Context: an optimization exercise on an open-source flow, tuned for small area, a short achievable clock period and few clock cycles per item. The choices shown serve that exercise and are no tape-out recipe. Only simulation tests tie the RTL to the original design; equivalence was not proved. Power figures rest on the tool's default switching activity, not on a simulated workload.

== umber ==
==> flow/design.v <==
package ahbl_pkg;
  localparam logic [1:0] HTRANS_IDLE   = 2'b00;
  localparam logic [1:0] HTRANS_BUSY   = 2'b01;
  localparam logic [1:0] HTRANS_NONSEQ = 2'b10;
  localparam logic [1:0] HTRANS_SEQ    = 2'b11;
  typedef enum logic [1:0] {
    StIdle = 2'd0,
    StFill = 2'd1,
    StResp = 2'd2
  } cache_state_e;
  function automatic logic htrans_active(input logic [1:0] htrans);
    case (htrans)
      HTRANS_NONSEQ, HTRANS_SEQ: htrans_active = 1'b1;
      HTRANS_IDLE, HTRANS_BUSY:  htrans_active = 1'b0;
      default:                   htrans_active = 1'b0;
    endcase
  endfunction
endpackage
module xip_line_cache_store #(
  parameter int unsigned NUM_LINES  = 16,
  parameter int unsigned LINE_WORDS = 4
) (
  input  logic                          clk_i,
  input  logic                          we_i,
  input  logic [NUM_LINES-1:0]          widx_i,    
  input  logic [LINE_WORDS-1:0]         wword_i,   
  input  logic [31:0]                   wdata_i,
  input  logic [$clog2(NUM_LINES)-1:0]  ridx_i,
  input  logic [$clog2(LINE_WORDS)-1:0] rword_i,
  output logic [31:0]                   rdata_o
);
  localparam int unsigned N = NUM_LINES * LINE_WORDS;
  logic [31:0] data_q [N];
  logic [N-1:0] rsel;
  for (genvar l = 0; l < NUM_LINES; l++) begin : g_line
    for (genvar w = 0; w < LINE_WORDS; w++) begin : g_word
      always_ff @(posedge clk_i) begin
        if (we_i & widx_i[l] & wword_i[w]) begin
          data_q[l * LINE_WORDS + w] <= wdata_i;
        end
      end
    end
  end
  assign rsel = N'(1) << {ridx_i, rword_i};
  always_comb begin
    rdata_o = '0;
    for (int k = 0; k < N; k++) begin
      rdata_o = rdata_o | (data_q[k] & {32{rsel[k]}});
    end
  end
endmodule
module xip_line_cache_ahbl #(
  parameter int unsigned NUM_LINES  = 16,
  parameter int unsigned LINE_WORDS = 4,
  parameter int unsigned ADDR_W     = 24
) (
  input  logic        HCLK,
  input  logic        HRESETn,
  input  logic        HSEL,
  input  logic [31:0] HADDR,
  input  logic [1:0]  HTRANS,
  input  logic        HWRITE,
  input  logic        HREADY,
  output logic        HREADYOUT,
  output logic [31:0] HRDATA,
  output logic        HRESP,
  output logic        M_HSEL,
  output logic [31:0] M_HADDR,
  output logic [1:0]  M_HTRANS,
  input  logic        M_HREADY,
  input  logic [31:0] M_HRDATA,
  input  logic        flush
);
  localparam int unsigned OFF_W  = $clog2(LINE_WORDS);
  localparam int unsigned IDX_W  = $clog2(NUM_LINES);
  localparam int unsigned TAG_W  = ADDR_W - OFF_W - IDX_W - 2;
  localparam int unsigned LINE_W = TAG_W + IDX_W;
  logic              accept, rd_raw, rd;
  logic [OFF_W-1:0]  a_word;
  logic [IDX_W-1:0]  a_idx;
  logic [TAG_W-1:0]  a_tag;
  logic [LINE_W-1:0] a_line;
  logic              unused_addr;
  assign unused_addr = ^{HADDR[31:ADDR_W], HADDR[1:0]};
  assign accept = HSEL & ahbl_pkg::htrans_active(HTRANS) & HREADY;
  assign rd_raw = HSEL & ahbl_pkg::htrans_active(HTRANS) & ~HWRITE;
  assign rd     = rd_raw & HREADY;
  assign a_word = HADDR[OFF_W+1:2];
  assign a_idx  = HADDR[OFF_W+IDX_W+1:OFF_W+2];
  assign a_tag  = HADDR[ADDR_W-1:OFF_W+IDX_W+2];
  assign a_line = HADDR[ADDR_W-1:OFF_W+2];
  logic [TAG_W-1:0]     tag_q [NUM_LINES];
  logic [NUM_LINES-1:0] valid_q;
  logic                  gen_q;
  logic [IDX_W-1:0]      cur_idx_q;
  logic [LINE_WORDS-1:0] arrived_q;
  logic                  m_act_q;
  logic [LINE_W-1:0]     m_line_q;
  logic [OFF_W-1:0]      m_word_q;
  logic                  m_gen_q;
  logic                  pend_q;      
  logic                  early_q;     
  logic                  dp_act_q;
  logic [OFF_W-1:0]      dp_word_q;
  logic [NUM_LINES-1:0]  dp_idx_oh_q;    
  logic [LINE_WORDS-1:0] dp_word_oh_q;
  logic                  dp_gen_q;
  logic                  wait_q;      
  logic [OFF_W-1:0]      wword_q;     
  logic [LINE_W-1:0]     line_q;      
  logic [31:0]           rdata_q;
  logic        tag_hit, arriving, bypass, word_ok, miss, m_free, fwd, early;
  logic [31:0] st_rdata;
  logic [NUM_LINES-1:0] line_match;
  for (genvar i = 0; i < NUM_LINES; i++) begin : g_match
    assign line_match[i] = valid_q[i] & (tag_q[i] == a_tag) & (a_idx == IDX_W'(i));
  end
  assign tag_hit  = (|line_match) & ~flush;
  assign arriving = M_HREADY & dp_act_q & (dp_gen_q == gen_q);
  assign bypass   = arriving & (cur_idx_q == a_idx) & (dp_word_q == a_word);
  assign word_ok  = (cur_idx_q != a_idx) | arrived_q[a_word] | bypass;
  assign miss     = rd & ~tag_hit;
  assign m_free   = ~m_act_q | (M_HREADY & (m_word_q == OFF_W'(LINE_WORDS - 1)));
  assign early    = fwd & rd_raw & ~tag_hit & m_free & ~pend_q;
  xip_line_cache_store #(
    .NUM_LINES  (NUM_LINES),
    .LINE_WORDS (LINE_WORDS)
  ) u_store (
    .clk_i   (HCLK),
    .we_i    (1'b1),
    .widx_i  (dp_idx_oh_q),
    .wword_i (dp_word_oh_q),
    .wdata_i (M_HRDATA),
    .ridx_i  (a_idx),
    .rword_i (a_word),
    .rdata_o (st_rdata)
  );
  always_ff @(posedge HCLK) begin
    if (rd) begin
      tag_q[a_idx] <= a_tag;
    end
  end
  always_ff @(posedge HCLK or negedge HRESETn) begin
    if (!HRESETn) begin
      valid_q <= '0;
    end else begin
      if (flush) begin
        valid_q <= '0;
      end
      if (rd) begin
        valid_q[a_idx] <= 1'b1;
      end
    end
  end
  assign fwd = wait_q & arriving & (dp_word_q == wword_q);
  always_ff @(posedge HCLK) begin
    rdata_q <= (wait_q | bypass) ? M_HRDATA : st_rdata;
    if (HREADY) begin
      line_q <= a_line;
    end
  end
  always_ff @(posedge HCLK or negedge HRESETn) begin
    if (!HRESETn) begin
      wait_q  <= 1'b0;
      wword_q <= '0;
    end else if (HREADY) begin
      wait_q  <= rd & ~(tag_hit & word_ok);
      wword_q <= a_word;
    end else if (fwd) begin
      wait_q  <= 1'b0;
    end
  end
  assign HREADYOUT = ~wait_q;
  assign HRDATA    = rdata_q;
  assign HRESP     = 1'b0;
  always_ff @(posedge HCLK or negedge HRESETn) begin
    if (!HRESETn) begin
      gen_q     <= 1'b0;
      cur_idx_q <= '0;
      arrived_q <= '1;
    end else if (miss) begin
      gen_q     <= ~gen_q;
      cur_idx_q <= a_idx;
      arrived_q <= '0;
    end else if (arriving) begin
      arrived_q[dp_word_q] <= 1'b1;
    end
  end
  always_ff @(posedge HCLK or negedge HRESETn) begin
    if (!HRESETn) begin
      m_act_q  <= 1'b0;
      m_word_q <= '0;
      m_gen_q  <= 1'b0;
      pend_q   <= 1'b0;
      early_q  <= 1'b0;
    end else begin
      early_q <= early;
      if (m_free) begin
        m_act_q  <= miss | pend_q | early;
        m_word_q <= '0;
        m_gen_q  <= pend_q ? gen_q : ~gen_q;
        pend_q   <= 1'b0;
      end else begin
        if (M_HREADY) begin
          m_word_q <= m_word_q + OFF_W'(1);
        end
        if (miss & ~early_q) begin
          pend_q <= 1'b1;
        end
      end
    end
  end
  always_ff @(posedge HCLK) begin
    if (m_free) begin
      m_line_q <= pend_q ? line_q : a_line;
    end
  end
  always_ff @(posedge HCLK or negedge HRESETn) begin
    if (!HRESETn) begin
      dp_act_q  <= 1'b0;
      dp_word_q <= '0;
      dp_gen_q  <= 1'b0;
      dp_idx_oh_q  <= '0;
      dp_word_oh_q <= '0;
    end else if (M_HREADY) begin
      dp_act_q  <= m_act_q;
      dp_word_q <= m_word_q;
      dp_gen_q  <= m_gen_q;
      dp_idx_oh_q  <= m_act_q ? NUM_LINES'(1) << m_line_q[IDX_W-1:0] : '0;
      dp_word_oh_q <= LINE_WORDS'(1) << m_word_q;
    end
  end
  assign M_HSEL   = m_act_q;
  assign M_HTRANS = m_act_q ? ahbl_pkg::HTRANS_NONSEQ : ahbl_pkg::HTRANS_IDLE;
  assign M_HADDR  = {{(32 - ADDR_W){1'b0}}, m_line_q, m_word_q, 2'b00};
endmodule
==> flow/config.mk <==
export PLATFORM = sky130hd
export DESIGN_NAME = xip_line_cache_ahbl
export DESIGN_NICKNAME = xip_line_cache_ahbl
export VERILOG_FILES = /design/flow/design.v
export SDC_FILE = /design/flow/constraint.sdc
export NUM_CORES = 4
export LEC_CHECK = 0
export ABC_CLOCK_PERIOD_IN_PS = 2500
export CAP_MARGIN = 20
export CORE_MARGIN = 2
export CORE_UTILIZATION = 40
export CTS_CLUSTER_DIAMETER = 80
export CTS_CLUSTER_SIZE = 30
export SETUP_SLACK_MARGIN = 3.0
export SLEW_MARGIN = 20
==> flow/constraint.sdc <==
create_clock -name core_clock -period 5.5 [get_ports {HCLK}]
set_input_delay 1.1000 -clock core_clock [delete_from_list [all_inputs] [get_ports {HCLK}]]
set_output_delay 1.1000 -clock core_clock [all_outputs]
set_load 0.01 [all_outputs]
run.sh (not shown) runs the stock make flow with config.mk's settings and CLKGATE_MAP_FILE= SYNTH_SCRIPT=/design/flow/synth_recipe.tcl, a recipe that flattens the netlist after the stock synthesis.
Testbench counts of umber, summed over its fixed seeds: cycles 42,421, reads 24,000.
What delta does differently from umber at the input level:
--- a/flow/design.v
+++ b/flow/design.v
@@ -76,5 +76,5 @@
   localparam int unsigned TAG_W  = ADDR_W - OFF_W - IDX_W - 2;
   localparam int unsigned LINE_W = TAG_W + IDX_W;
-  logic              accept, rd_raw, rd;
+  logic              accept, rd;
   logic [OFF_W-1:0]  a_word;
   logic [IDX_W-1:0]  a_idx;
@@ -84,6 +84,5 @@
   assign unused_addr = ^{HADDR[31:ADDR_W], HADDR[1:0]};
   assign accept = HSEL & ahbl_pkg::htrans_active(HTRANS) & HREADY;
-  assign rd_raw = HSEL & ahbl_pkg::htrans_active(HTRANS) & ~HWRITE;
-  assign rd     = rd_raw & HREADY;
+  assign rd     = accept & ~HWRITE;
   assign a_word = HADDR[OFF_W+1:2];
   assign a_idx  = HADDR[OFF_W+IDX_W+1:OFF_W+2];
@@ -100,5 +99,4 @@
   logic                  m_gen_q;
   logic                  pend_q;      
-  logic                  early_q;     
   logic                  dp_act_q;
   logic [OFF_W-1:0]      dp_word_q;
@@ -110,5 +108,5 @@
   logic [LINE_W-1:0]     line_q;      
   logic [31:0]           rdata_q;
-  logic        tag_hit, arriving, bypass, word_ok, miss, m_free, fwd, early;
+  logic        tag_hit, arriving, bypass, word_ok, miss, m_free, fwd;
   logic [31:0] st_rdata;
   logic [NUM_LINES-1:0] line_match;
@@ -122,5 +120,4 @@
   assign miss     = rd & ~tag_hit;
   assign m_free   = ~m_act_q | (M_HREADY & (m_word_q == OFF_W'(LINE_WORDS - 1)));
-  assign early    = fwd & rd_raw & ~tag_hit & m_free & ~pend_q;
   xip_line_cache_store #(
     .NUM_LINES  (NUM_LINES),
@@ -128,5 +125,5 @@
   ) u_store (
     .clk_i   (HCLK),
-    .we_i    (1'b1),
+    .we_i    (M_HREADY),
     .widx_i  (dp_idx_oh_q),
     .wword_i (dp_word_oh_q),
@@ -193,9 +190,7 @@
       m_gen_q  <= 1'b0;
       pend_q   <= 1'b0;
-      early_q  <= 1'b0;
     end else begin
-      early_q <= early;
       if (m_free) begin
-        m_act_q  <= miss | pend_q | early;
+        m_act_q  <= miss | pend_q;
         m_word_q <= '0;
         m_gen_q  <= pend_q ? gen_q : ~gen_q;
@@ -205,5 +200,5 @@
           m_word_q <= m_word_q + OFF_W'(1);
         end
-        if (miss & ~early_q) begin
+        if (miss) begin
           pend_q <= 1'b1;
         end
## What came out
Summary of delta over umber: vertical extent of the die shows a reduction of 2.6 um, flop and latch count out of synthesis level, final worst-path setup slack saw an increase.
Going from umber to delta, final weighted congestion in routability-driven placement shrinks by about 0.5%.
Re hold slack: umber and delta aren't equal, and the higher value belongs to delta.
Lower via count of the first global-routing pass goes to delta over umber.
Compared with umber, delta shows fill cell total of the finished layout that has gone down slightly.
Summary — detailed-route vias per instance, delta relative to umber: higher, by about 2%.
Combinational power share ends up higher on umber.
Compared with umber, delta shows a utilization that is 0.30 points higher.
Testbench counts of delta, summed over its fixed seeds: cycles 44,339, reads 24,000.

static timing again, ports no longer ideal:
The flow's constraints put no driver on any port. The routed layouts listed below were extracted and timed again, unchanged, in two steps. Step 1, drivers: a clkbuf_16 drives HCLK and a buf_2 each remaining input, both assumed. Step 2 moves the port delays by t, midway between the first and last clock arrival at a register: inputs arrive t later, outputs are due t later. That takes back most of the time a late clock gives input paths. a / b / c = ideal / step 1 / step 2; a / b = the first two.
run	t (ns)	setup WS [ns]	hold slack, ns	cell pins on the clock port's net
umber	0.926	2.678 / 2.700 / 1.773	0.420 / 0.344 / 0.421	1
delta	0.920	2.786 / 2.670 / 1.749	0.424 / 0.367 / 0.508	1
After both steps setup and hold are still met in every run listed. For delta, which loses most, drivers alone change the setup slack by -0.116 ns; drivers and shift together by -1.037 ns.
